Context: an optimization exercise on an open-source flow, tuned for small area, a short achievable clock period and few clock cycles per item. The choices shown serve that exercise and are no tape-out recipe. In this exercise RTL edits were held to simulation tests only and were not proved equivalent to the original. Power is estimated from default activity; no workload was simulated.

**flow/design.v**
```verilog
package muldiv_pkg;
    typedef logic [31:0] operand_t;   
    typedef logic [63:0] result_t;    
endpackage
`timescale 1ns/1ps
module shift_add_multiplier #(
    parameter int SLOT_W = 3
) (
    input  logic                 clk,
    input  logic                 rst,
    input  logic                 start,
    input  muldiv_pkg::operand_t a,
    input  muldiv_pkg::operand_t b,
    input  logic [SLOT_W-1:0]    tag,
    output logic                 busy,
    output logic                 wr_en,     
    output logic                 wr_next,   
    output logic [SLOT_W-1:0]    wr_slot,
    output muldiv_pkg::result_t  wr_data
);
    logic        run;         
    logic        fin;         
    logic [1:0]  left;        
    logic [1:0]  nbytes;      
    logic [31:0] mcand;
    logic [31:0] mplier;      
    logic [32:0] hs, hc;      
    logic [7:0]  ls, lc;      
    logic        lci;         
    logic [31:0] lo;          
    logic        take;
    assign take = start && !busy && !rst;
    function automatic logic [2:0] nbytes_of(input logic [31:0] v);
        if (v[31:24] != 8'd0)      nbytes_of = 3'd4;
        else if (v[23:16] != 8'd0) nbytes_of = 3'd3;
        else if (v[15:8]  != 8'd0) nbytes_of = 3'd2;
        else if (v[7:0]   != 8'd0) nbytes_of = 3'd1;
        else                       nbytes_of = 3'd0;
    endfunction
    logic [2:0] na, nb, nmin;
    logic       swap;
    assign na   = nbytes_of(a);
    assign nb   = nbytes_of(b);
    assign swap = na < nb;
    assign nmin = swap ? na : nb;
    logic [2:0] nm1w;
    logic [1:0] nm1;
    assign nm1w = nmin - 3'd1;
    assign nm1  = (nmin == 3'd0) ? 2'd0 : nm1w[1:0];
    localparam int W = 41;
    logic [W-1:0] r [10];
    always_comb begin
        r[0] = {{(W-33){1'b0}}, hs};
        r[1] = {{(W-33){1'b0}}, hc};
        for (int i = 0; i < 8; i++) r[2+i] = mplier[i] ? ({{(W-32){1'b0}}, mcand} << i) : '0;
    end
    function automatic logic [2*W-1:0] csa(input logic [W-1:0] x, input logic [W-1:0] y, input logic [W-1:0] z);
        logic [W-1:0] s, c;
        s = x ^ y ^ z;
        c = ((x & y) | (x & z) | (y & z)) << 1;
        csa = {s, c};
    endfunction
    logic [W-1:0] l1 [7];
    logic [W-1:0] l2 [5];
    logic [W-1:0] l3 [4];
    logic [W-1:0] l4 [3];
    logic [W-1:0] ts, tc;
    always_comb begin
        {l1[0], l1[1]} = csa(r[0], r[1], r[2]);
        {l1[2], l1[3]} = csa(r[3], r[4], r[5]);
        {l1[4], l1[5]} = csa(r[6], r[7], r[8]);
        l1[6] = r[9];
        {l2[0], l2[1]} = csa(l1[0], l1[1], l1[2]);
        {l2[2], l2[3]} = csa(l1[3], l1[4], l1[5]);
        l2[4] = l1[6];
        {l3[0], l3[1]} = csa(l2[0], l2[1], l2[2]);
        l3[2] = l2[3];
        l3[3] = l2[4];
        {l4[0], l4[1]} = csa(l3[0], l3[1], l3[2]);
        l4[2] = l3[3];
        {ts, tc} = csa(l4[0], l4[1], l4[2]);
    end
    logic [8:0]  lsum;
    logic [41:0] fsum;
    logic [71:0] full;
    assign lsum = {1'b0, ls} + {1'b0, lc} + {8'd0, lci};
    assign fsum = {1'b0, hs, ls} + {1'b0, hc, lc} + {41'd0, lci};
    assign full = {fsum[39:0], lo};
    always_ff @(posedge clk) begin
        if (rst) begin
            run <= 1'b0;
            fin <= 1'b0;
        end else if (take) begin
            run <= 1'b1;
        end else if (run) begin
            if (left == 2'd0) begin
                run <= 1'b0;
                fin <= 1'b1;
            end
        end else if (fin) begin
            fin <= 1'b0;
        end
    end
    always_ff @(posedge clk) begin
        if (take) begin
            mcand   <= swap ? b : a;
            mplier  <= swap ? a : b;
            nbytes  <= nm1;
            left    <= nm1;
            wr_slot <= tag;
            hs      <= '0;
            hc      <= '0;
            ls      <= '0;
            lc      <= '0;
            lci     <= 1'b0;
        end else begin
            mplier <= mplier >> 8;
            left   <= left - 2'd1;
            hs     <= ts[40:8];
            hc     <= tc[40:8];
            ls     <= ts[7:0];
            lc     <= tc[7:0];
            lci    <= lsum[8];
            lo     <= {lsum[7:0], lo[31:8]};
        end
    end
    assign busy    = run || fin;
    assign wr_en   = fin;
    assign wr_next = run && left == 2'd0;
    always_comb begin
        case (nbytes)
            2'd0:    wr_data = {24'd0, full[71:32]};
            2'd1:    wr_data = {16'd0, full[71:24]};
            2'd2:    wr_data = {8'd0, full[71:16]};
            default: wr_data = full[71:8];
        endcase
    end
endmodule
`timescale 1ns/1ps
module restoring_divider #(
    parameter int SLOT_W = 3
) (
    input  logic                 clk,
    input  logic                 rst,
    input  logic                 start,
    input  muldiv_pkg::operand_t dividend,
    input  muldiv_pkg::operand_t divisor,
    input  logic [SLOT_W-1:0]    tag,
    input  logic                 mul_wr_next,  
    output logic                 busy,
    output logic                 wr_en,     
    output logic [2**SLOT_W-1:0] wr_sel,    
    output logic [SLOT_W-1:0]    wr_slot,
    output muldiv_pkg::result_t  wr_data
);
    logic        twait;       
    logic        norm;        
    logic        run;         
    logic        pend;        
    logic        last;        
    logic [3:0]  left;        
    logic [3:0]  shift;       
    logic [31:0] rem;
    logic [31:0] dvsr;        
    logic [33:0] dvsr3;       
    logic [31:0] quo;
    logic        take;
    assign take = start && !busy && !rst;
    function automatic logic [5:0] bitlen(input logic [31:0] v);
        logic [5:0] n;
        n = 6'd0;
        for (int i = 0; i < 32; i++) if (v[i]) n = i + 1;
        bitlen = n;
    endfunction
    logic [5:0] lx, ly;
    logic [5:0] k;          
    logic       in_yzero;
    logic       in_triv;
    assign lx       = bitlen(dividend);
    assign ly       = bitlen(divisor);
    assign k        = lx - ly;
    assign in_yzero = (divisor == 32'd0);
    assign in_triv  = in_yzero || (dividend < divisor);
    logic [31:0] dvsr_n;
    assign dvsr_n = dvsr << {shift, 1'b0};
    function automatic logic [34:0] ks_sub(input logic [34:0] a, input logic [34:0] b);
        logic [34:0] p, g, pp, gg, c;
        p = a ^ ~b;
        g = a & ~b;
        pp = p;
        gg = g | p & {34'd0, 1'b1};   
        for (int d = 1; d < 35; d = d * 2) begin
            for (int i = 34; i >= d; i--) begin
                gg[i] = gg[i] | (pp[i] & gg[i-d]);
                pp[i] = pp[i] & pp[i-d];
            end
        end
        c = {gg[33:0], 1'b1};
        ks_sub = p ^ c;
    endfunction
    logic [34:0] t1, t2, t3;
    assign t1 = ks_sub({3'd0, rem}, {3'd0, dvsr});
    assign t2 = ks_sub({3'd0, rem}, {2'd0, dvsr, 1'b0});
    assign t3 = ks_sub({3'd0, rem}, {1'd0, dvsr3});
    logic [1:0]  digit;
    logic [31:0] rem_next;
    always_comb begin
        if (!t3[34]) begin
            digit = 2'd3;
            rem_next = t3[31:0];
        end else if (!t2[34]) begin
            digit = 2'd2;
            rem_next = t2[31:0];
        end else if (!t1[34]) begin
            digit = 2'd1;
            rem_next = t1[31:0];
        end else begin
            digit = 2'd0;
            rem_next = rem;
        end
    end
    logic stall;
    assign stall = mul_wr_next;
    always_ff @(posedge clk) begin
        if (rst) begin
            twait <= 1'b0;
            norm  <= 1'b0;
            run   <= 1'b0;
        end else if (take) begin
            twait <= in_triv && mul_wr_next;
            norm  <= !in_triv;
        end else if (twait) begin
            twait <= 1'b0;
        end else if (norm) begin
            norm <= 1'b0;
            run  <= 1'b1;
        end else if (run && last && !stall) begin
            run <= 1'b0;
        end
    end
    logic              pend_next;
    logic [SLOT_W-1:0] slot_next;
    assign pend_next = (take && in_triv && !mul_wr_next) || (!rst && twait) || (!rst && run && last && !stall);
    assign slot_next = take ? tag : wr_slot;
    always_ff @(posedge clk) begin
        pend <= pend_next;
        for (int i = 0; i < 2**SLOT_W; i++) wr_sel[i] <= pend_next && (slot_next == SLOT_W'(i));
    end
    always_ff @(posedge clk) begin
        if (take) begin
            rem     <= dividend;
            dvsr    <= divisor;
            shift   <= k[4:1];
            quo     <= in_yzero ? 32'hFFFF_FFFF : 32'd0;
            wr_slot <= tag;
        end else if (norm) begin
            dvsr  <= dvsr_n;
            dvsr3 <= {2'd0, dvsr_n} + {1'd0, dvsr_n, 1'b0};
            left  <= shift;
            last  <= (shift == 4'd0);
        end else if (run && !(last && stall)) begin
            rem   <= rem_next;
            quo   <= {quo[29:0], digit};
            dvsr  <= dvsr >> 2;
            dvsr3 <= dvsr3 >> 2;
            left  <= left - 4'd1;
            last  <= (left == 4'd1);
        end
    end
    assign busy    = twait || norm || run;
    assign wr_en   = pend;
    assign wr_data = {rem, quo};
endmodule
`timescale 1ns/1ps
module result_arbiter #(
    parameter int SLOT_W = 3
) (
    input  logic                mul_we,
    input  logic [SLOT_W-1:0]   mul_slot,
    input  muldiv_pkg::result_t mul_data,
    input  logic                div_we,
    input  logic [SLOT_W-1:0]   div_slot,
    input  muldiv_pkg::result_t div_data,
    output logic                bank_we,
    output logic [SLOT_W-1:0]   bank_slot,
    output muldiv_pkg::result_t bank_data
);
    assign bank_we   = mul_we || div_we;
    assign bank_slot = mul_we ? mul_slot : div_slot;
    assign bank_data = (mul_data & {64{mul_we}}) | (div_data & {64{!mul_we}});
endmodule
`timescale 1ns/1ps
module result_bank #(
    parameter int SLOT_W = 3
) (
    input  logic                clk,
    input  logic                we,
    input  logic [SLOT_W-1:0]   wr_slot,
    input  muldiv_pkg::result_t wr_data,
    input  logic [2**SLOT_W-1:0] byp_sel,   
    input  muldiv_pkg::result_t byp_data,
    input  logic [SLOT_W-1:0]   rd_slot,
    output muldiv_pkg::result_t rd_data
);
    localparam int DEPTH = 2 ** SLOT_W;
    muldiv_pkg::result_t mem [DEPTH];
    always_ff @(posedge clk) begin
        if (we) begin
            mem[wr_slot] <= wr_data;
        end
    end
    logic [DEPTH-1:0] dec;
    always_comb begin
        for (int i = 0; i < DEPTH; i++) dec[i] = (rd_slot == SLOT_W'(i));
        rd_data = byp_data & {64{|(dec & byp_sel)}};
        for (int i = 0; i < DEPTH; i++) rd_data = rd_data | (mem[i] & {64{dec[i] && !byp_sel[i]}});
    end
endmodule
`timescale 1ns/1ps
module muldiv_unit #(
    parameter int SLOT_W = 3
) (
    input  logic                 clk,
    input  logic                 rst,
    input  logic                 mul_start,
    input  muldiv_pkg::operand_t mul_a,
    input  muldiv_pkg::operand_t mul_b,
    input  logic [SLOT_W-1:0]    mul_tag,
    output logic                 mul_busy,
    input  logic                 div_start,
    input  muldiv_pkg::operand_t div_dividend,
    input  muldiv_pkg::operand_t div_divisor,
    input  logic [SLOT_W-1:0]    div_tag,
    output logic                 div_busy,
    input  logic [SLOT_W-1:0]    rd_slot,
    output muldiv_pkg::result_t  rd_data
);
    logic                mul_we;
    logic                mul_wr_next;
    logic [SLOT_W-1:0]   mul_slot;
    muldiv_pkg::result_t mul_data;
    logic                div_we;
    logic [2**SLOT_W-1:0] div_sel;
    logic [SLOT_W-1:0]   div_slot;
    muldiv_pkg::result_t div_data;
    logic                bank_we;
    logic [SLOT_W-1:0]   bank_slot;
    muldiv_pkg::result_t bank_data;
    shift_add_multiplier #(.SLOT_W(SLOT_W)) i_mul (
        .clk(clk), .rst(rst), .start(mul_start), .a(mul_a), .b(mul_b), .tag(mul_tag),
        .busy(mul_busy), .wr_en(mul_we), .wr_next(mul_wr_next), .wr_slot(mul_slot), .wr_data(mul_data)
    );
    restoring_divider #(.SLOT_W(SLOT_W)) i_div (
        .clk(clk), .rst(rst), .start(div_start), .dividend(div_dividend),
        .divisor(div_divisor), .tag(div_tag), .mul_wr_next(mul_wr_next), .busy(div_busy),
        .wr_en(div_we), .wr_sel(div_sel), .wr_slot(div_slot), .wr_data(div_data)
    );
    result_arbiter #(.SLOT_W(SLOT_W)) i_arb (
        .mul_we(mul_we), .mul_slot(mul_slot), .mul_data(mul_data),
        .div_we(div_we), .div_slot(div_slot), .div_data(div_data),
        .bank_we(bank_we), .bank_slot(bank_slot), .bank_data(bank_data)
    );
    result_bank #(.SLOT_W(SLOT_W)) i_bank (
        .clk(clk), .we(bank_we), .wr_slot(bank_slot), .wr_data(bank_data),
        .byp_sel(div_sel), .byp_data(div_data),
        .rd_slot(rd_slot), .rd_data(rd_data)
    );
endmodule
```
**flow/run.sh**
```bash
#!/bin/bash
# synth_recipe.tcl (not shown) runs the flow's synth.tcl, then flattens the netlist and writes it again
# the make line also repeats each setting of config.mk as NAME=value (left out here)
make -C /OpenROAD-flow-scripts/flow DESIGN_CONFIG=/design/flow/config.mk WORK_HOME=/design/flow/orfs CLKGATE_MAP_FILE= SYNTH_SCRIPT=/design/flow/synth_recipe.tcl finish
```
**flow/config.mk**
```make
export PLATFORM = sky130hd
export DESIGN_NAME = muldiv_unit
export DESIGN_NICKNAME = muldiv_unit
export VERILOG_FILES = /design/flow/design.v
export SDC_FILE = /design/flow/constraint.sdc
export NUM_CORES = 4
export LEC_CHECK = 0
export CAP_MARGIN = 20
export CORE_MARGIN = 2
export CORE_UTILIZATION = 60
export PLACE_DENSITY = 0.75
export SETUP_SLACK_MARGIN = 0.9
export SLEW_MARGIN = 20
```
**flow/constraint.sdc**
```tcl
create_clock -name core_clock -period 5.0 [get_ports {clk}]
set_input_delay 1.0000 -clock core_clock [delete_from_list [all_inputs] [get_ports {clk}]]
set_output_delay 1.0000 -clock core_clock [all_outputs]
set_load 0.01 [all_outputs]
```
==> metrics.cfg, run 1 <==
[run_status]
status=finished clean

[critical_path]
critPathMaxStageDelay_ns=0.53
path_delay_family=compound AO/OA/AOI/OAI gates
rrSetupSlack_ns=0.78
crit_chain=buf_6 -> buf_12 -> buf_16 -> a211oi_2 -> a21oi_2 -> nand2_1 -> o21ai_2 -> and2_4 -> ha_4 -> or4_4 -> a211o_1 -> and3_4 -> a211oi_4 -> a21oi_2 -> o41ai_4 -> xnor2_1 -> mux2_4
cp_max_fo=13
worst_setup_path_end_kind=flip-flop
crit_top_cell=a21oi_2
slowest_stage=or4_4
critical_path_buf_inv_count=3
critical_path_arrival_ns=4.64
cp.required_ns=5.42
cp-start-kind=flip-flop
path_class=reg2reg

[floorplanning]
rows=107
fp.dieH_um=297
coreArea_um2=85100
die_w_um=297
ios=207
start_util_pct=60.5
design.die.area_um2=88200

[synthesis]
yosysMostFrequentCell=edfxtp_1
synth_cell_types=110
postSynthAreaPerCell_um2=11.0
synth_top_area_cell=edfxtp_1
synth_edf_count=712
synth_cells=4691
synth_nets=5307
yosys-top-cells-count=edfxtp_1, nand2_1, inv_1, nor2_1, fa_1
syn-cell-area_um2=51500
ys.warnings.count=8
synthTopCellsByArea=edfxtp_1, fa_1, ha_1
synth-async-reset-ratio_pct=0
yosysTopAreaCellShare_pct=41.5
synth-seq-cells=838
ys_seq_area_share_pct=46.4
synthFlopType=edfxtp_1

[timing]
worst_pin_slew_ns=1.14
slew_violations=0
relSlewSlack_pct=23.7
finalSetupTns_ns=0
clock_skew_ns=0.0806
fin_crit_ns=4.22
rsz0062_at_grt=true
fmax_ghz=0.237
fin_crit_sh_pct=84.3
setup_viol=0
final-hold-violation-count=0

[global_route]
antenna_found_initial=6
grt_start_max_net_pins=92
grt_pass1_wl_mm=236
grt_use_total_pct=35.1
grt_remaining_overflow=0
grt_pass1_vias=38500

[place]
port_buffers=206
place_congestion=1.02
dpl.hpwl_mm=111
dp.cells=5950

[power]
clockPowerShare_pct=24.3
p_leak_nw=23.5
p_sw_share_pct=37.6
seqPwrFrac_pct=33.5
peakVddDrop_mv=0.324
finalPower_mw=27.3
powerDensity_nw_per_um2=454
internal_power_mw=17.0
power_frac_comb_pct=42.2
switchingPower_mw=10.3

[worst_hold_path]
worstHoldPathType=reg2reg

[routing]
wl_per_cell_um=25.5
drc=0
wl_mm=158
dr.pass1.iters=7
dr.first_iter.drc_count=4757
routed_via_density=6.45
ant_nets=0
via_count=39900

[clock_network]
cts_root_buf=clkbuf_16
cts_buffer_depth=3
cts.clk_slew.worst_paths_ns=0.06
clock-sinks=838
clock_latency_ns=0.71
h-tree-depth=3
holdBufCountCts=0
numCtsBuffers=88
cts_tree=done

[cells_and_area]
drive_gt1_share_pct=12.0
multi_input_area_um2=26300
area_delta_synth_final_pct=16.6
seq_area_um2=23900
nNetsFinal=5587
fillCellCount=6089
layoutNonFillerInstCount=6191

[flow_run]
maxCapViolations=0

==> through the flow <==
| stage | hold WS [ns] | worst slack, ns | util (%) | cell area (um^2) |
|---|---|---|---|---|
| CTS | 0.398 | 0.831 | 69.6 | 59300 |
| finish | 0.408 | 0.783 | 70.6 | 60100 |
| floorplan | 0.401 | 0.944 | - | 51500 |
| detailed placement | 0.416 | 0.210 | 65.2 | 55500 |
| global placement | 0.415 | 0.314 | 65.1 | 55500 |
| global route | 0.420 | 0.737 | 70.5 | 60100 |
==> routing by layer <==
layer  up-vias  routed length, um  global-route usage [%]
li1      17600                  -                       -
met1     19500              63300                    50.6
met2      2419              68200                    51.7
met3       335              20700                    9.78
met4        10               5620                    11.4
met5         -                115                       0
==> power by group through the flow <==
stage | combinational, mW | sequential [mW] | clock (mW)
finish | 11.5 | 9.14 | 6.64
global route | 12.8 | 9.18 | 6.92
CTS | 11.1 | 9.12 | 6.66
detailed placement | 10.9 | 9.26 | 0
global placement | 10.5 | 9.24 | 0
floorplan | 7.49 | 9.02 | 0
==> area by class of cell <==
cell class | count | area share [%]
clock inverters | 59 | 1.03
clock buffers | 106 | 3.88
inverters | 394 | 2.46
repair buffers | 393 | 6.68
well taps | 1144 | 2.38
diodes | 1 | 0.00417
flip-flops and latches | 838 | 39.8
multi-input cells | 3256 | 43.8
==> placed cells by master, fill, tap and decap left out, types with 101 or more instances in the layout <==
cell             count
edfxtp_1           712
nand2_1            466
inv_1              385
fa_1               249
nor2_1             238
a21oi_1            228
and2_1             221
ha_1               209
o21ai_0            186
clkdlybuf4s50_1    168
buf_4              143
a22oi_1            135
dfxtp_1            123
a21o_1             112
mux2i_1            101
==> state kept, by name (all words and copies together) (netlist names), 32 cells and up <==
signal,flops
i_mul.mplier,32
i_mul.mcand,32
i_bank.mem,512
i_mul.hc,32
i_div.dvsr3,34
i_div.dvsr,32
i_div.quo,32
i_div.rem,32
==> logic make-up (layout without fill, tap and decap cells) <==
family | Yosys count | in the layout | share of synthesized area (%)
AND/OR/NAND/NOR | 1278 | 1278 | 12.0
AO/OA/AOI/OAI | 1197 | 1197 | 16.0
flip-flops | 838 | 838 | 46.4
buffers and inverters | 597 | 952 | 4.54
adder cells (fa/ha/maj) | 475 | 475 | 15.2
multiplexers | 165 | 165 | 3.42
XOR/XNOR | 141 | 141 | 2.40
other | 0 | 1 | 0
==> worst min-delay path: cells and delay by family (launching register included) <==
kind	cells	cell delay, ns
AO/OA/AOI/OAI	1	0.06
flip-flops	1	0.33
AND/OR/NAND/NOR	1	0.05
==> worst paths after layout <==
path	startpoint	to	cells past startpoint
hold / removal	i_mul.mplier[21]$_DFF_P_	i_mul.mplier[13]$_DFF_P_	2
hold reg to reg	i_mul.mplier[21]$_DFF_P_	i_mul.mplier[13]$_DFF_P_	2
setup reg to reg	i_div.shift[1]$_DFFE_PP_	i_div.dvsr3[30]$_DFFE_PP_	17
setup / recovery	i_div.shift[1]$_DFFE_PP_	i_div.dvsr3[30]$_DFFE_PP_	17
==> timing repair <==
item / CTS / global route
cloned: 5 / 3
gates resized for setup: 140 / 112
pin swaps: 26 / 44
endpoints found under the setup margin: 134 / 233
setup buffers: 40 / 27
hold endpoints to repair: 0 / 0
Testbench counts, summed over its fixed seeds: cycles 11,126, ops 3,200.
==> inputs of run 2 (changes only) <==
--- a/flow/config.mk
+++ b/flow/config.mk
@@ -7,7 +7,8 @@
 export LEC_CHECK = 0
 export CAP_MARGIN = 20
 export CORE_MARGIN = 2
-export CORE_UTILIZATION = 60
-export PLACE_DENSITY = 0.75
+export CORE_UTILIZATION = 40
+export CTS_BUF_LIST = sky130_fd_sc_hd__clkbuf_4 sky130_fd_sc_hd__clkbuf_8
+export PLACE_DENSITY = 0.6
 export SETUP_SLACK_MARGIN = 0.9
 export SLEW_MARGIN = 20
==> run 2 against run 1 <==
  * Still clean on timing, DRC and antenna
  * Sequential cell count did not move
  * Sequential power about the same
  * Cell count rose by 9.9%
  * Register-to-register slack better by 0.07 ns
  * Synthesized cell count stayed put
  * Synthesized area did not move
  * Worst hold slack gained 0.025 ns
  * Maximum frequency up 1.8%
  * Clock skew decreased by 0.030 ns
  * Critical path depth stayed put
  * Total power shrank 1.8%
  * Count of clock-buffer cells in the layout up 106
  * Critical path type unchanged
  * Critical endpoint unchanged
  * Largest power group unchanged
  * Highest routed layer unchanged
==> metrics.cfg, run 2 <==
[run_status]
status=finished clean

[cells_and_area]
drive_gt1_share_pct=13.4  ; +1.4 points
max_flop_register=i_bank.mem
area_delta_synth_final_pct=17.5
layout_common_cells=edfxtp_1, nand2_1, inv_1
nNetsFinal=5644  ; +1.0%
largest_reg_flops=512  ; unchanged
fin_util_pct=47.4  ; -23 points
final_common_cell=edfxtp_1
reg_top3=i_bank.mem x512, i_div.dvsr3 x34
layoutNonFillerInstCount=6807  ; +9.9%
fillCellCount=11700  ; +92%
final_cell_area_um2=60600  ; +0.82%

[timing]
clock_skew_ns=0.0503  ; -0.0303 ns
fin_ws_ns=0.857  ; +0.0745 ns
finalSetupTns_ns=0  ; unchanged
setup_viol=0  ; unchanged
relSlewSlack_pct=22.0  ; -1.7 points
rsz0062_at_grt=true
final-hold-violation-count=0  ; unchanged
fin_crit_sh_pct=82.9  ; -1.5 points
fin_crit_ns=4.14  ; -0.0745 ns
holdWs_ns=0.433  ; +0.0252 ns
fmax_ghz=0.241  ; +1.8%
slew_violations=0  ; unchanged
worst_pin_slew_ns=1.17  ; +0.0251 ns

[synthesis]
synth_nets=5307  ; unchanged
synth-seq-cells=838  ; unchanged
synthFlopType=edfxtp_1
synth_mux_area_share_pct=3.42  ; unchanged
synthSimpleGateAreaFrac_pct=12.0  ; unchanged
synth_cells=4691  ; unchanged
synth_cell_types=110  ; unchanged
ys.warnings.count=8  ; unchanged
synth_compound_area_share_pct=16.0  ; unchanged
yosysMostFrequentCell=edfxtp_1
synthXorXnorAreaFrac_pct=2.40  ; unchanged
synth_top_area_cell=edfxtp_1
synthAdderAreaFrac_pct=15.2  ; unchanged
syn-cell-area_um2=51500  ; unchanged
synth_edf_count=712  ; unchanged
postSynthAreaPerCell_um2=11.0  ; unchanged
synthTopCellsByArea=edfxtp_1, fa_1, ha_1
yosysTopAreaCellShare_pct=41.5  ; unchanged
synth_top_family_by_area=compound AO/OA/AOI/OAI gates
ys_seq_area_share_pct=46.4  ; unchanged
yosys-top-cells-count=edfxtp_1, nand2_1, inv_1, nor2_1, fa_1
synth-async-reset-ratio_pct=0  ; unchanged

[place]
place_congestion=0.933  ; -8.8%
dp_slack_ns=0.114  ; -0.0961 ns
dpl.hpwl_mm=117  ; +5.3%
dp.cells=6482  ; +8.9%
port_buffers=206  ; unchanged
post_dp_cell_area_um2=56200  ; +1.3%

[routing]
routed_via_density=5.81  ; -9.9%
wl_mm=166  ; +4.9%
dr.first_iter.drc_count=4634  ; -2.6%
via_count=39500  ; -0.95%
dr.pass1.iters=7  ; unchanged
wl_per_cell_um=24.3  ; -4.6%
drc=0  ; unchanged
ant_nets=0  ; unchanged

[critical_path]
r2r_cells=17  ; unchanged
crit_top_cell=a21oi_2
endpoint=i_div.dvsr3[30]$_DFFE_PP_
cp_max_fo=13  ; unchanged
critPathMaxStageDelay_ns=0.54  ; about the same
crit_chain=buf_6 -> clkbuf_16 -> nand2_1 -> o21ai_1 -> nor2_1 -> a21oi_2 -> mux2i_2 -> nor2_2 -> ha_2 -> or4_4 -> a211o_1 -> and3_4 -> a211oi_4 -> a21oi_2 -> o41ai_2 -> xnor2_1 -> mux2_4
cp-start-kind=flip-flop
cp.required_ns=5.63  ; +0.21 ns
r2r-start=i_div.shift[1]$_DFFE_PP_
slowest_stage=or4_4
worst_setup_path_end_kind=flip-flop
rrSetupSlack_ns=0.86  ; +0.07 ns
reg2reg_to=i_div.dvsr3[30]$_DFFE_PP_
path_class=reg2reg
critical_path_arrival_ns=4.77  ; +0.13 ns
startpoint=i_div.shift[1]$_DFFE_PP_

[clock_network]
clock_latency_ns=0.89  ; +0.18 ns
cts_buffer_depth=3  ; unchanged
cts_tree=done
clock-sinks=838  ; unchanged
numCtsBuffers=144  ; +64%
h-tree-depth=4  ; +1
cts.clk_slew.worst_paths_ns=0.06  ; about the same
holdBufCountCts=0  ; unchanged
cts_root_buf=clkbuf_8

[global_route]
grt_remaining_overflow=0  ; unchanged
grt_start_max_net_pins=96  ; +4.3%
grt_use_total_pct=24.7  ; -10 points
grt_pass1_wl_mm=245  ; +3.6%
antenna_found_initial=17  ; +11
grt_pass1_vias=38200  ; -0.76%

[floorplanning]
start_util_pct=40.4  ; -20 points
ios=207  ; unchanged
die_w_um=363  ; +22%
coreArea_um2=128000  ; +50%
fp.dieH_um=363  ; +22%
design.die.area_um2=132000  ; +49%
rows=131  ; +22%

[power]
p_leak_nw=23.6  ; +0.48%
powerDensity_nw_per_um2=443  ; -2.6%
finalPower_mw=26.8  ; -1.8%
peakVddDrop_mv=0.276  ; -15%

[worst_hold_path]
worstHoldPathType=reg2reg

[flow_run]
maxCapViolations=0  ; unchanged

[run 2: how the worst min path moves through the flow]
stage	from	to	depth (start not counted)
after floorplan	i_mul.mplier[8]$_DFF_P_	i_mul.mplier[0]$_DFF_P_	2
after global placement	i_mul.mplier[13]$_DFF_P_	i_mul.mplier[5]$_DFF_P_	2
after detailed placement	i_mul.mplier[13]$_DFF_P_	i_mul.mplier[5]$_DFF_P_	2
after CTS	i_mul.mplier[23]$_DFF_P_	i_mul.mplier[15]$_DFF_P_	2
after global routing	i_mul.mplier[13]$_DFF_P_	i_mul.mplier[5]$_DFF_P_	2
final	i_mul.mplier[10]$_DFF_P_	i_mul.mplier[2]$_DFF_P_	2
[run 2: power by group]
| group | switching (mW) | internal (mW) |
|---|---|---|
| Combinational | 6.58 | 4.65 |
| Sequential | 0.533 | 8.60 |
| Clock | 3.00 | 3.44 |
| Total | 10.1 | 16.7 |
[run 2: layout make-up]
type | count | area [um^2] | area share, %
Clock inverter | 46 | 407 | 0.671
Multi-Input combinational cell | 3258 | 26200 | 43.2
Sequential cell | 838 | 23900 | 39.5
Antenna cell | 5 | 12.5 | 0.0207
Clock buffer | 212 | 2520 | 4.17
Timing Repair Buffer | 392 | 3990 | 6.59
Inverter | 394 | 1480 | 2.45
Tap cell | 1662 | 2080 | 3.43
[run 2: critical path, delay by kind of cell (launching register included)]
family | cells | cell delay (ns)
flops | 1 | 0.40
buf+inv | 2 | 0.32
simple gates | 5 | 1.10
compound gates | 6 | 1.17
xor+xnor | 1 | 0.16
mux | 2 | 0.57
fa+ha+maj | 1 | 0.20
[run 2: cells by family (layout without fill, tap and decap cells)]
| family | after synthesis | count (layout) |
|---|---|---|
| muxes | 165 | 165 |
| xor gates and xnor gates | 141 | 141 |
| AOI/OAI and AO/OA | 1197 | 1199 |
| and+or+nand+nor | 1278 | 1278 |
| other | 0 | 5 |
| DFF | 838 | 838 |
| adders and majority gates | 475 | 475 |
| buffers and inverters | 597 | 1044 |
[run 2: repair_timing]
action,CTS,global route
pin swaps,7,43
buffers inserted,19,32
endpoints found under the setup margin,172,250
gates cloned,8,3
resized for setup,119,154
[run 2: per-layer routing]
layer / vias to the layer above / global-route usage (%) / part of all wire (%)
met2: 1870 / 37.3 / 44
met5: - / 0 / 0.057
met1: 19600 / 36.1 / 45
li1: 17800 / - / -
met4: 14 / 7.27 / 2.6
met3: 258 / 4.43 / 8.9
==> inputs of run 3 (changes only) <==
--- a/flow/config.mk
+++ b/flow/config.mk
@@ -10,5 +10,5 @@
 export CORE_UTILIZATION = 40
 export CTS_BUF_LIST = sky130_fd_sc_hd__clkbuf_4 sky130_fd_sc_hd__clkbuf_8
 export PLACE_DENSITY = 0.6
-export SETUP_SLACK_MARGIN = 0.9
+export SETUP_SLACK_MARGIN = 1.05
 export SLEW_MARGIN = 20
==> run 3 against run 2 <==
  * Clock skew decreased by 0.0016 ns
  * Core utilization increased by 0.91 points
  * Critical path type is now reg2out
  * Cell area increased by 1.9%
  * Synthesized area unchanged
  * Largest power group unchanged
  * Wire length increased by 2.8%
==> metrics.cfg, run 3 <==
[routing]
dr.pass1.iters=8  ; +1
via_count=40000  ; +1.2%
wl_per_cell_um=24.8  ; +1.9%
dr.first_iter.drc_count=4619  ; -0.32%
drc=0  ; unchanged
routed_via_density=5.82  ; +0.29%
wl_mm=170  ; +2.8%
ant_nets=0  ; unchanged

[critical_path]
crit_top_cell=buf_12
cp.required_ns=4.00  ; -1.63 ns
critPathMaxStageDelay_ns=0.40  ; -0.14 ns
r2r-start=i_div.shift[0]$_DFFE_PP_
slowest_stage=nand4_1
endpoint=rd_data[41]
startpoint=i_div.wr_sel[4]$_DFF_P_
r2r_cells=16  ; -1
crit_chain=mux2_4 -> a22oi_2 -> o22a_1 -> o21ai_4 -> buf_12 -> buf_12 -> buf_4 -> nand2_2 -> nand4_1 -> buf_2
critical_path_arrival_ns=3.08  ; -1.69 ns
worst_setup_path_end_kind=primary output
path_class=reg2out
cp_max_fo=6  ; -7
rrSetupSlack_ns=0.96  ; +0.10 ns
cp-start-kind=flip-flop
reg2reg_to=i_div.dvsr3[30]$_DFFE_PP_

[synthesis]
ys_seq_area_share_pct=46.4  ; unchanged
synth_edf_count=712  ; unchanged
synthTopCellsByArea=edfxtp_1, fa_1, ha_1
synth_nets=5307  ; unchanged
synthFlopType=edfxtp_1
synth-seq-cells=838  ; unchanged
synth-async-reset-ratio_pct=0  ; unchanged
syn-cell-area_um2=51500  ; unchanged
synth_cells=4691  ; unchanged
yosysMostFrequentCell=edfxtp_1
synth_cell_types=110  ; unchanged
yosysTopAreaCellShare_pct=41.5  ; unchanged
postSynthAreaPerCell_um2=11.0  ; unchanged
synth_top_area_cell=edfxtp_1
yosys-top-cells-count=edfxtp_1, nand2_1, inv_1, nor2_1, fa_1
ys.warnings.count=8  ; unchanged

[timing]
relSlewSlack_pct=29.7  ; +7.7 points
slew_violations=0  ; unchanged
finalSetupTns_ns=0  ; unchanged
rsz0062_at_grt=true
fin_ws_ns=0.921  ; +0.0638 ns
clock_skew_ns=0.0486  ; -0.00162 ns
fin_crit_ns=4.08  ; -0.0638 ns
setup_viol=0  ; unchanged
worst_pin_slew_ns=1.05  ; -0.116 ns
fmax_ghz=0.245  ; +1.6%
final-hold-violation-count=0  ; unchanged
fin_crit_sh_pct=81.6  ; -1.3 points

[run_status]
status=finished clean

[global_route]
grt_remaining_overflow=0  ; unchanged
grt_pass1_wl_mm=248  ; +1.2%
antenna_found_initial=15  ; -2
grt_use_total_pct=25.1  ; +0.43 points
grt_start_max_net_pins=150  ; +56%
grt_pass1_vias=38300  ; +0.40%

[place]
dp_slack_ns=0.0666  ; -0.0474 ns
place_congestion=0.922  ; -1.1%
dpl.hpwl_mm=118  ; +0.33%
dp.cells=6480  ; -0.031%
port_buffers=206  ; unchanged

[power]
clockPowerShare_pct=23.7  ; -0.3 points
power_frac_comb_pct=42.6  ; +0.7 points
peakVddDrop_mv=0.343  ; +24%
seqPwrFrac_pct=33.7  ; -0.4 points
internal_power_mw=16.9  ; +1.5%
powerDensity_nw_per_um2=441  ; -0.46%
p_sw_share_pct=37.7  ; about the same
switchingPower_mw=10.3  ; +1.5%
p_leak_nw=24.1  ; +1.9%

[cells_and_area]
reg_top3=i_bank.mem x512, i_div.dvsr3 x34
final_common_cell=edfxtp_1
max_flop_register=i_bank.mem
largest_reg_flops=512  ; unchanged
drive_gt1_share_pct=16.2  ; +2.8 points
layoutNonFillerInstCount=6870  ; +0.93%
layout_common_cells=edfxtp_1, nand2_1, inv_1
area_delta_synth_final_pct=19.8
nNetsFinal=5715  ; +1.3%
fillCellCount=11500  ; -1.6%

[clock_network]
cts_buffer_depth=3  ; unchanged
holdBufCountCts=0  ; unchanged
h-tree-depth=4  ; unchanged
clock_latency_ns=0.91  ; +0.02 ns
clock-sinks=838  ; unchanged
numCtsBuffers=144  ; unchanged
cts_root_buf=clkbuf_8
cts_tree=done
cts.clk_slew.worst_paths_ns=0.05  ; about the same

[floorplanning]
coreArea_um2=128000  ; unchanged
ios=207  ; unchanged
rows=131  ; unchanged
die_w_um=363  ; unchanged
fp.dieH_um=363  ; unchanged
design.die.area_um2=132000  ; unchanged
start_util_pct=40.4  ; unchanged

[worst_hold_path]
worstHoldPathType=reg2reg

[flow_run]
maxCapViolations=0  ; unchanged

[run 3: metal layers]
layer	GRT usage, %	vias up	share of wire (%)
li1	-	17900	-
met1	36.6	19800	44
met2	37.3	1986	44
met3	5.34	300	9.8
met4	7.73	12	2.9
met5	0	-	0.046
[run 3: worst min path at each step]
| stage | startpoint | end | slack, ns | depth (start not counted) |
|---|---|---|---|---|
| 2_1_floorplan | i_mul.mplier[8]$_DFF_P_ | i_mul.mplier[0]$_DFF_P_ | 0.40 | 2 |
| 3_3_place_gp | i_mul.mplier[11]$_DFF_P_ | i_mul.mplier[3]$_DFF_P_ | 0.41 | 2 |
| 3_5_place_dp | i_mul.mplier[14]$_DFF_P_ | i_mul.mplier[6]$_DFF_P_ | 0.41 | 2 |
| 4_1_cts | i_mul.mplier[14]$_DFF_P_ | i_mul.mplier[6]$_DFF_P_ | 0.43 | 2 |
| 5_1_grt | i_mul.mplier[24]$_SDFF_PN0_ | i_mul.mplier[16]$_DFF_P_ | 0.45 | 2 |
| 6_report | i_mul.mplier[14]$_DFF_P_ | i_mul.mplier[6]$_DFF_P_ | 0.42 | 2 |
[run 3: power by group through the flow]
stage	Sequential [mW]	Combinational, mW	Clock (mW)
after CTS	9.15	11.2	6.53
after global placement	9.28	10.7	0
after floorplan	9.01	7.49	0
after global routing	9.22	12.9	6.83
after detailed placement	9.30	10.8	0
final	9.16	11.6	6.44
[run 3: cell families after synthesis]
| family | share of synthesized area, % |
|---|---|
| AOI/OAI and AO/OA | 16.0 |
| xor gates and xnor gates | 2.40 |
| muxes | 3.42 |
| and+or+nand+nor | 12.0 |
| DFF | 46.4 |
| buffers and inverters | 4.54 |
| adders and majority gates | 15.2 |
[run 3: final cells by class]
| type | instances | area (um^2) | share of cell area (%) |
|---|---|---|---|
| antenna | 4 | 10.0 | 0.0162 |
| clock buffer | 192 | 2370 | 3.84 |
| clock inverter | 59 | 528 | 0.855 |
| inverter | 394 | 1480 | 2.40 |
| multi-input combinational | 3256 | 26600 | 43.1 |
| sequential | 838 | 23900 | 38.7 |
| tap | 1662 | 2080 | 3.37 |
| timing repair buffer | 465 | 4740 | 7.69 |
[run 3: through the flow]
step | cell area, um^2 | power (mW) | hold slack [ns] | utilization, %
2_1_floorplan | 51500 | 16.5 | 0.401 | -
4_1_cts | 60600 | 26.9 | 0.428 | 47.5
6_report | 61700 | 27.2 | 0.423 | 48.3
3_5_place_dp | 56200 | 20.1 | 0.413 | 44.0
3_3_place_gp | 56200 | 20.0 | 0.411 | 44.0
5_1_grt | 61700 | 28.9 | 0.450 | 48.3
[run 3: what timing repair did]
item                                    CTS  global route
gates cloned                             14             4
setup buffers                            66            51
pin swaps                                58            55
resized for setup                       286           182
endpoints found under the setup margin  260           336
[run 3: worst max-delay path: cells and delay by family, from the launching register on]
| family | cells | cell delay [ns] |
|---|---|---|
| buffers and inverters | 4 | 0.70 |
| and+or+nand+nor | 2 | 0.45 |
| AOI/OAI and AO/OA | 3 | 0.42 |
| DFF | 1 | 0.32 |
| muxes | 1 | 0.27 |
==> inputs of run 4 (changes only) <==
--- a/flow/config.mk
+++ b/flow/config.mk
@@ -10,5 +10,5 @@
 export CORE_UTILIZATION = 40
 export CTS_BUF_LIST = sky130_fd_sc_hd__clkbuf_4 sky130_fd_sc_hd__clkbuf_8
 export PLACE_DENSITY = 0.6
-export SETUP_SLACK_MARGIN = 1.05
+export SETUP_SLACK_MARGIN = 1.2
 export SLEW_MARGIN = 20
==> run 4 against run 3 <==
  * Critical endpoint is now i_div.dvsr3[30]$_DFFE_PP_
  * Synthesized area did not move
  * Clock skew up 0.029 ns
  * Non-clock buffer count grew 22
  * Combinational power about the same
  * Register-to-register slack worse by 0.09 ns
  * Count of clock-buffer cells in the layout shrank 2
  * Highest routed layer unchanged
  * Sequential share of layout area fell by 0.54 points
==> metrics.cfg, run 4 <==
[cells_and_area]
largest_reg_flops=512  ; unchanged
fillCellCount=11300  ; -1.6%
area_delta_synth_final_pct=21.5
layoutNonFillerInstCount=6896  ; +0.38%
reg_top3=i_bank.mem x512, i_div.dvsr3 x34
nNetsFinal=5738  ; +0.40%
final_common_cell=edfxtp_1
layout_common_cells=edfxtp_1, nand2_1, inv_1
drive_gt1_share_pct=18.5  ; +2.3 points
max_flop_register=i_bank.mem

[timing]
worst_pin_slew_ns=1.12  ; +0.0692 ns
relSlewSlack_pct=24.9  ; -4.8 points
slew_violations=0  ; unchanged
final-hold-violation-count=0  ; unchanged
setup_viol=0  ; unchanged
fmax_ghz=0.242  ; -1.1%
fin_crit_ns=4.13  ; +0.0470 ns
rsz0062_at_grt=true
clock_skew_ns=0.0781  ; +0.0295 ns
fin_crit_sh_pct=82.5  ; +0.94 points
finalSetupTns_ns=0  ; unchanged

[synthesis]
synth_nets=5307  ; unchanged
yosysMostFrequentCell=edfxtp_1
synth-seq-cells=838  ; unchanged
synth_cell_types=110  ; unchanged
postSynthAreaPerCell_um2=11.0  ; unchanged
syn-cell-area_um2=51500  ; unchanged
ys_seq_area_share_pct=46.4  ; unchanged
synthFlopType=edfxtp_1
yosys-top-cells-count=edfxtp_1, nand2_1, inv_1, nor2_1, fa_1
yosysTopAreaCellShare_pct=41.5  ; unchanged
synthTopCellsByArea=edfxtp_1, fa_1, ha_1
synth_edf_count=712  ; unchanged
synth_top_area_cell=edfxtp_1
synth-async-reset-ratio_pct=0  ; unchanged
ys.warnings.count=8  ; unchanged
synth_cells=4691  ; unchanged

[clock_network]
cts_tree=done
cts_buffer_depth=3  ; unchanged
clock-sinks=838  ; unchanged
holdBufCountCts=0  ; unchanged
numCtsBuffers=145  ; +0.69%
cts.clk_slew.worst_paths_ns=0.06  ; about the same
clock_latency_ns=0.88  ; -0.03 ns
cts_root_buf=clkbuf_8
h-tree-depth=4  ; unchanged

[run_status]
status=finished clean

[global_route]
grt_remaining_overflow=0  ; unchanged
grt_pass1_vias=38500  ; +0.41%
grt_start_max_net_pins=150  ; unchanged
antenna_found_initial=17  ; +2
grt_pass1_wl_mm=251  ; +1.1%
grt_use_total_pct=25.2  ; +0.13 points

[power]
p_leak_nw=24.4  ; +1.5%
p_sw_share_pct=37.9  ; +0.15 points
power_frac_comb_pct=43.1  ; +0.5 points
peakVddDrop_mv=0.294  ; -14%
powerDensity_nw_per_um2=437  ; -0.81%
internal_power_mw=17.0  ; +0.35%
seqPwrFrac_pct=33.5  ; -0.2 points
switchingPower_mw=10.4  ; +1.0%
clockPowerShare_pct=23.5  ; -0.2 points

[floorplanning]
start_util_pct=40.4  ; unchanged
fp.dieH_um=363  ; unchanged
die_w_um=363  ; unchanged
ios=207  ; unchanged
coreArea_um2=128000  ; unchanged
rows=131  ; unchanged
design.die.area_um2=132000  ; unchanged

[place]
place_congestion=0.944  ; +2.3%
dpl.hpwl_mm=117  ; about the same
port_buffers=206  ; unchanged
dp.cells=6469  ; -0.17%

[critical_path]
cp-start-kind=flip-flop
cp.required_ns=5.58  ; +1.58 ns
path_class=reg2reg
cp_max_fo=7  ; +1
worst_setup_path_end_kind=flip-flop
rrSetupSlack_ns=0.87  ; -0.09 ns
critical_path_arrival_ns=4.71  ; +1.63 ns

[routing]
drc=0  ; unchanged
via_count=40100  ; +0.27%
routed_via_density=5.82  ; -0.11%
ant_nets=0  ; unchanged
wl_mm=170  ; -0.20%
dr.pass1.iters=5  ; -3
dr.first_iter.drc_count=4678  ; +1.3%
wl_per_cell_um=24.7  ; -0.57%

[flow_run]
maxCapViolations=0  ; unchanged

[worst_hold_path]
worstHoldPathType=reg2reg

## run 4: cell counts after synthesis
Identical to the previous run, type by type.
## run 4: layout make-up
cell class              count  area (um^2)  share of cell area, %
clock buffers             190         2380                   3.80
multi-input cells        3256        27100                   43.2
diodes                      3         7.51                 0.0120
repair buffers            487         5120                   8.18
clock inverters            66          556                  0.887
flip-flops and latches    838        23900                   38.2
inverters                 394         1490                   2.39
well taps                1662         2080                   3.32
## run 4: logic make-up after synthesis
logic type	count (synthesis)	synth area share, %
adder cells (fa/ha/maj)	475	15.2
AO/OA/AOI/OAI	1197	16.0
XOR/XNOR	141	2.40
buffers and inverters	597	4.54
flip-flops	838	46.4
multiplexers	165	3.42
AND/OR/NAND/NOR	1278	12.0
## run 4: final timing paths
kind | start | end | depth (start not counted)
max | i_div.shift[1]$_DFFE_PP_ | i_div.dvsr3[30]$_DFFE_PP_ | 19
min reg2reg | i_mul.mplier[15]$_DFF_P_ | i_mul.mplier[7]$_DFF_P_ | 2
min | i_mul.mplier[15]$_DFF_P_ | i_mul.mplier[7]$_DFF_P_ | 2
max reg2reg | i_div.shift[1]$_DFFE_PP_ | i_div.dvsr3[30]$_DFFE_PP_ | 19
## run 4: repair_timing
item / CTS / global route
endpoints found under the hold margin: 0 / 0
pin swaps: 65 / 82
endpoints found under the setup margin: 405 / 428
cloned: 23 / 2
gates resized for setup: 451 / 235
buffers inserted: 88 / 54
## run 4: metal layers
metal / global-route usage, % / wire [um] / vias up
li1: - / - / 18000
met1: 36.6 / 74100 / 19900
met2: 38.7 / 75400 / 1923
met3: 4.65 / 15700 / 289
met4: 6.86 / 4700 / 10
met5: 0 / 65 / -
## run 4: power by group through the flow
stage / Clock, mW / Combinational, mW / Sequential [mW]
after floorplan: 0 / 7.51 / 9.01
after global placement: 0 / 10.7 / 9.28
after detailed placement: 0 / 10.9 / 9.29
after CTS: 6.51 / 11.3 / 9.15
after global routing: 6.80 / 13.1 / 9.21
final: 6.42 / 11.8 / 9.16
## run 4: critical path, cell delays in order (launching register included)
cell,delay (ns)
edfxtp_1,0.50
buf_6,0.17
buf_6,0.11
buf_16,0.15
buf_12,0.15
nand2_2,0.06
o211a_1,0.16
a21oi_2,0.05
a21oi_2,0.29
nor2_2,0.10
ha_2,0.20
nor3_2,0.18
nand2_1,0.10
a211o_1,0.32
and3_4,0.21
a211oi_4,0.25
a21oi_2,0.12
o41ai_4,0.34
xnor2_1,0.10
mux2_4,0.26
## run 4: stage by stage
| stage | hold slack [ns] | total power [mW] | cell area (um^2) | util [%] | setup WS (ns) |
|---|---|---|---|---|---|
| 2_1_floorplan | 0.401 | 16.5 | 51700 | - | 0.945 |
| 3_5_place_dp | 0.416 | 20.1 | 56200 | 44.0 | 0.0580 |
| 4_1_cts | 0.425 | 27.0 | 61300 | 48.0 | 0.889 |
| 5_1_grt | 0.442 | 29.1 | 62600 | 49.0 | 0.765 |
| 3_3_place_gp | 0.412 | 20.0 | 56200 | 44.0 | 0.0717 |
| 6_report | 0.424 | 27.4 | 62600 | 49.0 | 0.874 |
==> inputs of run 5 (changes only) <==
--- a/flow/design.v
+++ b/flow/design.v
@@ -310,11 +310,15 @@
         end
     end
     logic [DEPTH-1:0] dec;
+    logic             byp_hit;
+    muldiv_pkg::result_t mem_data;
     always_comb begin
         for (int i = 0; i < DEPTH; i++) dec[i] = (rd_slot == SLOT_W'(i));
-        rd_data = byp_data & {64{|(dec & byp_sel)}};
-        for (int i = 0; i < DEPTH; i++) rd_data = rd_data | (mem[i] & {64{dec[i] && !byp_sel[i]}});
+        mem_data = '0;
+        for (int i = 0; i < DEPTH; i++) mem_data = mem_data | (mem[i] & {64{dec[i]}});
     end
+    assign byp_hit = |(dec & byp_sel);
+    assign rd_data = byp_hit ? byp_data : mem_data;
 endmodule
 `timescale 1ns/1ps
 module muldiv_unit #(
--- a/flow/config.mk
+++ b/flow/config.mk
@@ -10,5 +10,5 @@
 export CORE_UTILIZATION = 40
 export CTS_BUF_LIST = sky130_fd_sc_hd__clkbuf_4 sky130_fd_sc_hd__clkbuf_8
 export PLACE_DENSITY = 0.6
-export SETUP_SLACK_MARGIN = 1.2
+export SETUP_SLACK_MARGIN = 1.05
 export SLEW_MARGIN = 20
==> run 5 against run 4 <==
  * First-iteration DRC count down 6.9%
  * Wire length fell by 1.2%
  * Worst hold slack better by 0.0014 ns
  * Maximum frequency up 2.3%
  * Critical path depth decreased by 1
  * Synthesized cell count increased by 0.94%
  * Non-clock buffer count shrank 55
  * Clock skew shrank 0.0038 ns
  * Sequential power grew 0.9%
  * Cell area fell by 1.8%
  * Critical endpoint unchanged
==> metrics.cfg, run 5 <==
[run_status]
status=finished clean

[cells_and_area]
area_delta_synth_final_pct=19.1
layout_common_cells=edfxtp_1, nand2_1, inv_1
reg_top3=i_bank.mem x512, i_div.dvsr3 x34
final_common_cell=edfxtp_1
nNetsFinal=5714  ; -0.42%
layoutNonFillerInstCount=6876  ; -0.29%
drive_gt1_share_pct=14.8  ; -3.6 points
largest_reg_flops=512  ; unchanged
max_flop_register=i_bank.mem

[floorplanning]
design.die.area_um2=132000  ; +0.14%
die_w_um=363  ; about the same
ios=207  ; unchanged
fp.dieH_um=363  ; about the same
rows=131  ; unchanged
coreArea_um2=128000  ; +0.13%
start_util_pct=40.4  ; about the same

[clock_network]
cts_tree=done
clock-sinks=838  ; unchanged
cts_root_buf=clkbuf_8
numCtsBuffers=148  ; +2.1%
cts_buffer_depth=3  ; unchanged
clock_latency_ns=0.91  ; +0.03 ns
holdBufCountCts=0  ; unchanged
h-tree-depth=4  ; unchanged
cts.clk_slew.worst_paths_ns=0.06  ; about the same

[synthesis]
synth-seq-cells=838  ; unchanged
synthTopCellsByArea=edfxtp_1, fa_1, ha_1
synth_edf_count=712  ; unchanged
synth-async-reset-ratio_pct=0  ; unchanged
ys.warnings.count=8  ; unchanged
synth_cells=4735  ; +0.94%
yosysTopAreaCellShare_pct=41.4  ; -0.059 points
postSynthAreaPerCell_um2=10.9  ; -0.79%
yosys-top-cells-count=edfxtp_1, nand2_1, inv_1, nor2_1, fa_1
syn-cell-area_um2=51600  ; +0.14%
yosysMostFrequentCell=edfxtp_1
synthFlopType=edfxtp_1
synth_top_area_cell=edfxtp_1
synth_cell_types=84  ; -24%
synth_nets=5351  ; +0.83%
ys_seq_area_share_pct=46.3  ; -0.066 points

[place]
place_congestion=0.922  ; -2.3%
dpl.hpwl_mm=117  ; -0.64%
port_buffers=206  ; unchanged
dp.cells=6527  ; +0.90%

[critical_path]
r2r_cells=18  ; -1
r2r-start=i_div.shift[1]$_DFFE_PP_
critical_path_arrival_ns=4.66  ; -0.05 ns
path_class=reg2reg
critPathMaxStageDelay_ns=0.38  ; -0.12 ns
cp_max_fo=13  ; +6
cp.required_ns=5.63  ; +0.05 ns
worst_setup_path_end_kind=flip-flop
crit_chain=buf_6 -> buf_12 -> mux2i_4 -> a21oi_2 -> mux2i_2 -> nor2_2 -> ha_1 -> a21o_1 -> a21o_1 -> a221oi_2 -> o21ai_4 -> a211oi_4 -> o21a_1 -> buf_6 -> o21ai_4 -> a211oi_2 -> a31oi_1 -> a31o_2
slowest_stage=edfxtp_1
cp-start-kind=flip-flop
rrSetupSlack_ns=0.97  ; +0.09 ns
reg2reg_to=i_div.dvsr3[30]$_DFFE_PP_

[timing]
fmax_ghz=0.248  ; +2.3%
worst_pin_slew_ns=1.10  ; -0.0195 ns
setup_viol=0  ; unchanged
finalSetupTns_ns=0  ; unchanged
rsz0062_at_grt=true
slew_violations=0  ; unchanged
clock_skew_ns=0.0743  ; -0.00385 ns
final-hold-violation-count=0  ; unchanged
fin_crit_sh_pct=80.6  ; -1.9 points
fin_crit_ns=4.03  ; -0.0938 ns
relSlewSlack_pct=26.2  ; +1.3 points
holdWs_ns=0.425  ; +0.00139 ns

[power]
peakVddDrop_mv=0.335  ; +14%
powerDensity_nw_per_um2=463  ; +6.0%
finalPower_mw=28.5  ; +4.0%
p_leak_nw=23.9  ; -2.3%

[worst_hold_path]
worstHoldPathType=reg2reg
hp-start=i_mul.mplier[12]$_DFF_P_
holdPathStages=2  ; unchanged
worst_hold_path.endpoint=i_mul.mplier[4]$_DFF_P_

[routing]
wl_per_cell_um=24.4  ; -0.93%
dr.pass1.iters=6  ; +1
wl_mm=168  ; -1.2%
ant_nets=0  ; unchanged
dr.first_iter.drc_count=4357  ; -6.9%
drc=0  ; unchanged
via_count=39900  ; -0.56%
routed_via_density=5.80  ; -0.27%

[global_route]
grt_start_max_net_pins=94  ; -37%
grt_pass1_vias=38200  ; -0.76%
antenna_found_initial=7  ; -10
grt_use_total_pct=25.0  ; -0.21 points
grt_pass1_wl_mm=248  ; -1.0%
grt_remaining_overflow=0  ; unchanged

[flow_run]
maxCapViolations=0  ; unchanged

==> run 5: changes by cell type in the layout (fill, tap and decap cells not counted), sizes merged, moves of 14 or more <==
cell,previous run,this run
a21o,114,90
a31oi,31,59
buf,324,227
clkinv,51,37
dlygate4sd2,0,60
nand2,471,411
nand4,82,49
nor2,256,287
o21a,43,62
o21ai,215,237
==> run 5: layout make-up <==
type / count / area (um^2)
diodes: 5 / 12.5
clock buffers: 202 / 2480
clock inverters: 59 / 561
fillers: 11800 / 66400
inverters: 398 / 1500
multi-input cells: 3280 / 26700
flip-flops and latches: 838 / 23900
well taps: 1662 / 2080
repair buffers: 432 / 4230
==> run 5: how the worst max path moves through the flow <==
stage                     cells past startpoint  slack (ns)                            end                startpoint
final                                        18        0.97      i_div.dvsr3[30]$_DFFE_PP_  i_div.shift[1]$_DFFE_PP_
after global routing                         19        0.79  i_div.dvsr3[32]$_SDFFCE_PN0P_  i_div.shift[1]$_DFFE_PP_
after CTS                                     8        0.89                    rd_data[63]   i_div.wr_sel[0]$_DFF_P_
after detailed placement                      8       -0.13                    rd_data[63]                rd_slot[2]
after global placement                        8       -0.02                    rd_data[63]                rd_slot[2]
after floorplan                               5        0.67     i_bank.mem[0][0]$_DFFE_PP_    i_mul.fin$_SDFFE_PP0P_
==> run 5: stage by stage <==
stage                     cell area (um^2)  setup slack (ns)  util (%)
final                                61500             0.968      48.1
after global routing                 61400             0.788      48.1
after CTS                            60600             0.893      47.4
after detailed placement             56400            -0.125      44.1
after global placement               56400           -0.0210      44.1
after floorplan                      51700             0.669         -
==> run 5: logic make-up (layout without fill, tap and decap cells) <==
group	Yosys count	after routing	synth area share, %
adders and majority gates	475	475	15.2
other	0	5	0
buffers and inverters	619	1091	4.55
and+or+nand+nor	1249	1249	11.6
AOI/OAI and AO/OA	1237	1239	16.2
muxes	185	185	3.91
xor gates and xnor gates	132	132	2.24
DFF	838	838	46.3
==> run 5: where the power goes <==
| group | switching, mW | leakage, nW | total (mW) | internal [mW] |
|---|---|---|---|---|
| combinational | 7.31 | 14.7 | 12.5 | 5.23 |
| clock | 3.09 | 1.59 | 6.67 | 3.59 |
| sequential | 0.540 | 7.56 | 9.24 | 8.70 |
==> run 5: layer usage <==
layer	track usage [%]	part of all wire, %
met5	0	0.029
met4	6.83	2.4
met3	4.73	8.7
met2	37.4	44
met1	37.0	45
==> run 5: what timing repair did <==
action | CTS | global route
setup endpoints to repair | 286 | 286
resized for setup | 243 | 113
cloned | 10 | 3
setup buffers | 31 | 39
pin swaps | 21 | 42
==> run 5: worst max-delay path: cells and delay by family, from the launching register on <==
kind,cells,cell delay [ns]
compound gates,11,2.01
fa+ha+maj,1,0.33
buf+inv,3,0.40
flops,1,0.38
mux,2,0.54
simple gates,1,0.10
Testbench counts of run 5, summed over its fixed seeds: cycles 11,126, ops 3,200.
==> inputs of run 6 (changes only) <==
--- a/flow/design.v
+++ b/flow/design.v
@@ -181,8 +181,8 @@
     assign k        = lx - ly;
     assign in_yzero = (divisor == 32'd0);
     assign in_triv  = in_yzero || (dividend < divisor);
-    logic [31:0] dvsr_n;
-    assign dvsr_n = dvsr << {shift, 1'b0};
+    logic [33:0] in_y3;     
+    assign in_y3 = {2'd0, divisor} + {1'd0, divisor, 1'b0};
     function automatic logic [34:0] ks_sub(input logic [34:0] a, input logic [34:0] b);
         logic [34:0] p, g, pp, gg, c;
         p = a ^ ~b;
@@ -250,12 +250,13 @@
         if (take) begin
             rem     <= dividend;
             dvsr    <= divisor;
+            dvsr3   <= in_y3;
             shift   <= k[4:1];
             quo     <= in_yzero ? 32'hFFFF_FFFF : 32'd0;
             wr_slot <= tag;
         end else if (norm) begin
-            dvsr  <= dvsr_n;
-            dvsr3 <= {2'd0, dvsr_n} + {1'd0, dvsr_n, 1'b0};
+            dvsr  <= dvsr << {shift, 1'b0};
+            dvsr3 <= dvsr3 << {shift, 1'b0};
             left  <= shift;
             last  <= (shift == 4'd0);
         end else if (run && !(last && stall)) begin
==> run 6 against run 5 <==
  * Still clean
  * Cell count grew 3.9%
  * Critical path depth down 6
  * Largest power group unchanged
  * Maximum frequency up 3.2%
  * Critical path type is now in2out
==> metrics.cfg, run 6 <==
[floorplanning]
die_w_um=368  ; +1.4%
start_util_pct=40.3  ; -0.050 points
fp.dieH_um=368  ; +1.4%
coreArea_um2=132000  ; +3.0%
design.die.area_um2=136000  ; +2.8%
rows=133  ; +1.5%
ios=207  ; unchanged

[synthesis]
synth_top_area_cell=edfxtp_1
synth_cells=4949  ; +4.5%
postSynthAreaPerCell_um2=10.7  ; -1.6%
syn-cell-area_um2=53100  ; +2.8%
synthTopCellsByArea=edfxtp_1, fa_1, ha_1
synthFlopType=edfxtp_1
yosys-top-cells-count=edfxtp_1, nand2_1, inv_1, nor2_1, a21oi_1
synth_edf_count=712  ; unchanged
synth_cell_types=92  ; +9.5%
synth-async-reset-ratio_pct=0  ; unchanged
yosysMostFrequentCell=edfxtp_1
synth-seq-cells=838  ; unchanged
synth_nets=5586  ; +4.4%
yosysTopAreaCellShare_pct=40.3  ; -1.1 points
ys_seq_area_share_pct=45.0  ; -1.3 points
ys.warnings.count=8  ; unchanged

[cells_and_area]
fillCellCount=12100  ; +2.4%
drive_gt1_share_pct=12.7  ; -2.2 points
area_delta_synth_final_pct=16.9
layoutNonFillerInstCount=7141  ; +3.9%
reg_top3=i_bank.mem x512, i_div.dvsr3 x34
max_flop_register=i_bank.mem
largest_reg_flops=512  ; unchanged
layout_common_cells=edfxtp_1, nand2_1, inv_1
final_common_cell=edfxtp_1
nNetsFinal=5913  ; +3.5%

[timing]
fin_crit_sh_pct=78.1  ; -2.5 points
fmax_ghz=0.256  ; +3.2%
rsz0062_at_grt=true
final-hold-violation-count=0  ; unchanged
slew_violations=0  ; unchanged
clock_skew_ns=0.0598  ; -0.0145 ns
worst_pin_slew_ns=1.14  ; +0.0376 ns
setup_viol=0  ; unchanged
fin_ws_ns=1.09  ; +0.126 ns
fin_crit_ns=3.91  ; -0.126 ns
holdWs_ns=0.427  ; +0.00119 ns
relSlewSlack_pct=23.9  ; -2.3 points
finalSetupTns_ns=0  ; unchanged

[global_route]
grt_use_total_pct=26.1  ; +1.0 points
antenna_found_initial=17  ; +10
grt_start_max_net_pins=81  ; -14%
grt_pass1_wl_mm=265  ; +6.8%
grt_remaining_overflow=0  ; unchanged
grt_pass1_vias=40000  ; +4.8%

[clock_network]
cts.clk_slew.worst_paths_ns=0.06  ; about the same
cts_buffer_depth=3  ; unchanged
clock-sinks=838  ; unchanged
holdBufCountCts=0  ; unchanged
h-tree-depth=4  ; unchanged
cts_root_buf=clkbuf_8
cts_tree=done
clock_latency_ns=0.92  ; about the same
numCtsBuffers=146  ; -1.4%

[flow_run]
maxCapViolations=0  ; unchanged

[routing]
ant_nets=0  ; unchanged
wl_mm=180  ; +7.2%
wl_per_cell_um=25.2  ; +3.2%
via_count=42300  ; +6.2%
routed_via_density=5.93  ; +2.2%
drc=0  ; unchanged
dr.pass1.iters=6  ; unchanged
dr.first_iter.drc_count=4749  ; +9.0%

[place]
dp.cells=6830  ; +4.6%
dpl.hpwl_mm=128  ; +10%
dp_slack_ns=0.103  ; +0.228 ns
place_congestion=0.912  ; -1.1%
port_buffers=206  ; unchanged

[critical_path]
cp.required_ns=4.00  ; -1.63 ns
cp-start-kind=primary input
path_class=in2out
cp_max_fo=6  ; -7
startpoint=rd_slot[2]
r2r_cells=13  ; -5
critical_path_arrival_ns=2.91  ; -1.75 ns
worst_setup_path_end_kind=primary output
r2r-start=i_div.dvsr[4]$_DFFE_PP_

[power]
peakVddDrop_mv=0.286  ; -15%
powerDensity_nw_per_um2=475  ; +2.5%
p_leak_nw=24.1  ; +1.2%

[worst_hold_path]
worstHoldPathType=reg2reg
holdPathStages=2  ; unchanged
hp-start=i_mul.mplier[28]$_SDFF_PN0_

[run_status]
status=finished clean

## run 6: worst max-delay path: stages
cell	delay (ns)
buf_2	0.14
buf_8	0.15
nor3b_4	0.05
a22o_1	0.22
a221oi_2	0.18
and3_4	0.34
buf_12	0.14
buf_6	0.10
nor2_1	0.04
a31oi_2	0.24
buf_4	0.17
buf_2	0.12
## run 6: kinds of logic (layout without fill, tap and decap cells)
group                      Yosys count  in the layout  share of synthesized area, %
buffers and inverters              624           1058                          4.45
xor gates and xnor gates           124            124                          2.05
AOI/OAI and AO/OA                 1386           1386                          17.8
adders and majority gates          496            496                          15.2
muxes                              193            193                          3.89
DFF                                838            838                          45.0
and+or+nand+nor                   1288           1288                          11.5
other                                0              3                             0
## run 6: path summary, 6_finish.rpt
path | endpoint | slack, ns
hold reg to reg | i_mul.mplier[20]$_DFF_P_ | 0.43
setup reg to reg | i_div.rem[10]$_DFFE_PP_ | 1.12
hold / removal | i_mul.mplier[20]$_DFF_P_ | 0.43
setup / recovery | rd_data[46] | 1.09
## run 6: area by class of cell
type / count / area, um^2 / area share, %
Tap cell: 1755 / 2200 / 3.54
Multi-Input combinational cell: 3487 / 27300 / 44.1
Sequential cell: 838 / 23900 / 38.6
Clock buffer: 197 / 2430 / 3.92
Antenna cell: 3 / 7.51 / 0.0121
Inverter: 374 / 1410 / 2.28
Clock inverter: 58 / 588 / 0.948
Timing Repair Buffer: 429 / 4120 / 6.65
## run 6: what timing repair did
| action | in CTS | in global routing |
|---|---|---|
| endpoints found under the setup margin | 169 | 332 |
| cloned | 8 | 3 |
| buffers inserted | 27 | 12 |
| pin swaps | 8 | 14 |
| gates resized for setup | 272 | 54 |
## run 6: through the flow
stage / utilization, % / power, mW / cell area, um^2
2_1_floorplan: - / 18.1 / 53100
3_3_place_gp: 44.1 / 22.3 / 58000
3_5_place_dp: 44.1 / 22.5 / 58000
4_1_cts: 46.8 / 29.2 / 61600
5_1_grt: 47.1 / 31.3 / 62000
6_report: 47.1 / 29.4 / 62000
## run 6: per-layer routing
metal | share of wire [%] | track usage (%) | vias up
li1 | - | - | 18900
met1 | 44 | 38.5 | 21000
met2 | 42 | 37.1 | 2129
met3 | 11 | 6.62 | 333
met4 | 3.4 | 8.31 | 30
met5 | 0.10 | 0 | -
## run 6: power by group
part,internal (mW),switching (mW)
logic,5.38,7.78
clock network,3.51,3.16
registers,8.87,0.728
Testbench counts of run 6, summed over its fixed seeds: cycles 11,126, ops 3,200.

-- what the ideal ports hide --
The flow's constraints put no driver on any port. The routed layouts listed below were extracted and timed again, unchanged, in two steps.
Step 1 assumes that a clkbuf_16 drives the clock port and a buf_2 every other input.
Step 2 times the ports against the registers' clock, not the clock port: input delays grow and output delays shrink by t, the midpoint of the rising clock arrivals with the driver on.
Three values: ideal ports, drivers, drivers and shift; two values: the first two.
run	t, ns	setup slack, ns	worst hold slack (ns)
run 1	0.734	0.783 / 0.783 / 0.355	0.408 / 0.408 / 0.408
run 2	0.938	0.857 / 0.816 / 0.017	0.433 / 0.433 / 0.433
run 3	0.961	0.921 / 0.840 / 0.270	0.423 / 0.423 / 0.423
run 4	0.922	0.874 / 0.874 / 0.446	0.424 / 0.424 / 0.424
run 5	0.955	0.968 / 0.968 / 0.295	0.425 / 0.425 / 0.425
run 6	0.954	1.094 / 1.065 / 0.217	0.427 / 0.427 / 0.427
After both steps setup and hold are still met in every run listed. The setup slack of run 6, which loses most, moves by -0.029 ns with the drivers and by -0.877 ns with both steps.
